Background: an optimization exercise with open tools, aiming at small area. Do not read the settings as production practice. Only simulation tests tie the RTL to the original design; equivalence was not proved. Power and IR drop assume default switching activity.

// mips_regfile_sb
module mips_regfile_sb
#(
    parameter int DATA_W = mips_rf_pkg::RF_DATA_W,
    parameter int ADDR_W = mips_rf_pkg::RF_ADDR_W,
    parameter int NUM_RD = 2,
    parameter int CNT_W  = 2
) (
    input  logic                       clk,
    input  logic                       rst,
    input  logic [NUM_RD*ADDR_W-1:0]   raddr,
    output logic [NUM_RD*DATA_W-1:0]   rdata,
    output logic [NUM_RD-1:0]          rbusy,
    input  logic                       wen,
    input  logic [ADDR_W-1:0]          waddr,
    input  logic [DATA_W-1:0]          wdata,
    input  logic                       iss_en,
    input  logic [ADDR_W-1:0]          iss_rd,
    input  logic                       flush,
    output logic                       err
);
    localparam int DEPTH = 2**ADDR_W;
    localparam int NGRP  = (DEPTH + 2) / 3;    
    logic [DEPTH-1:1][DATA_W-1:0] r_mem;
    logic [DEPTH-1:1]             r_vld;
    logic [DEPTH-1:0][CNT_W-1:0]  w_cnt;
    logic [DEPTH-1:1]             w_we;
    logic                         w_wr;
    assign w_wr = wen && (waddr != ADDR_W'(mips_rf_pkg::REG_ZERO));
    for (genvar r = 1; r < DEPTH; r++) begin : g_reg
        assign w_we[r] = wen && (waddr == ADDR_W'(r));
        always_ff @(posedge clk) begin
            if (w_we[r])
                r_mem[r] <= wdata;
        end
        always_ff @(posedge clk or negedge rst) begin
            if (!rst)
                r_vld[r] <= 1'b0;
            else if (w_we[r])
                r_vld[r] <= 1'b1;
        end
    end
    rf_scoreboard #(
        .ADDR_W (ADDR_W),
        .CNT_W  (CNT_W)
    ) u_sb (
        .clk    (clk),
        .rst    (rst),
  ...
For scale: about 1,100 flip-flops, about 120 I/O pins.
export LEC_CHECK = 0
export CAP_MARGIN = 10
export CORE_MARGIN = 2
export CORE_UTILIZATION = 40
export PLACE_DENSITY = 0.7
export SETUP_SLACK_MARGIN = 0.2
export SLEW_MARGIN = 10
create_clock -name core_clock -period 6.0 [get_ports {clk}]
standard.sh (not shown) runs the stock make flow with config.mk's settings and CLKGATE_MAP_FILE= SYNTH_SCRIPT=/design/flow/synth_recipe.tcl, a recipe that flattens the netlist after the stock synthesis.
==> flow/flow/run.sh <==
#!/bin/bash
# Layout flow: the standard layout (standard.sh) with three changes:
#  - synthesis maps the combinational logic with an area-oriented ABC script
#    (flow/area.abc) instead of ORFS's delay-oriented one; the flip-flops are
#    mapped before ABC runs, so they are the standard synthesis's;
#  - port buffers use the smallest buffer cell;
#  - clock tree: small clusters of sinks on clkbuf_4 leaves, no dummy loads.
# All tool output goes to standard.log in the work folder (ORFS also keeps
# its per-step logs under orfs/logs/).
set -euo pipefail
W=$PWD
{ cat "$W/flow/abc_area.tcl"; cat "$W/synth_recipe.tcl"; } > "$W/synth_area.tcl"
export AREA_ABC_SCRIPT="$W/flow/area.abc"
bash "$W/standard.sh" SYNTH_SCRIPT="$W/synth_area.tcl" \
  "BUFFER_PORTS_ARGS=-buffer_cell sky130_fd_sc_hd__buf_1" \
  "CTS_ARGS=-sink_clustering_enable -repair_clock_nets -dont_use_dummy_load -buf_list sky130_fd_sc_hd__clkbuf_4 -sink_clustering_size 10 -sink_clustering_max_diameter 35" \
  finish > "$W/standard.log" 2>&1
==> flow/flow/abc_area.tcl <==
# Prepended to the standard flow's synthesis script: the final ABC technology mapping
# uses flow/area.abc (area-oriented mapping) in place of ORFS's speed script.
# Only the combinational logic is remapped; the flip-flops are mapped before
# ABC runs and are the same as in the standard synthesis.
proc abc {args} {
  set i [lsearch -exact $args -script]
  if { $i >= 0 && [info exists ::env(AREA_ABC_SCRIPT)] } {
    set args [lreplace $args [expr {$i + 1}] [expr {$i + 1}] $::env(AREA_ABC_SCRIPT)]
  }
  yosys abc {*}$args
}
==> flow/flow/area.abc <==
&get -n
&st
&dch -f
&nf -p -C 32 -R 1000
&put
The starting point completed without violations.
Edit:
CAP_MARGIN = 0   (was 10)
PLACE_DENSITY = not set   (was 0.7)
SETUP_SLACK_MARGIN = not set   (was 0.2)
SLEW_MARGIN = 0   (was 10)
Effect:
- The new run went through all stages and came out clean
- worst setup slack improves by 0.026 ns
- sequential share of layout area shrinks by 0.38 points
- via count barely changes
- final cell count grows slightly
- wire length grows by a few percent
- combinational power stays flat
- final area grows slightly
- synthesized area does not change

-- port drivers added, routing unchanged --
In the flow no input, the clock included, has a driving cell. The finished layouts below were timed again as built, in two steps. Step 1 assumes that a clkbuf_16 drives the clock port and a buf_2 every other input. Step 2 adds t to the input delays and takes it off the output delays; t is the mean of the earliest and latest rising clock arrival at the registers after step 1. Input paths then give back, and output paths get back, about the clock's delay inside the block. a / b / c = ideal / step 1 / step 2; a / b = the first two.
run	shift t [ns]	setup WS [ns]	worst register clock-pin slew, ns	worst data-port slew with drivers (ns)	cell pins on the clock port's net
the first run	1.119	0.091 / -0.006 / -0.006	0.11 / 0.11	0.16	1
the second run	1.143	0.117 / 0.093 / 0.093	0.11 / 0.11	0.15	1
Met with ideal ports but missed after step 2: setup timing in the first run. For the first run, which loses most, drivers alone change the setup slack by -0.097 ns; drivers and shift together by -0.097 ns.
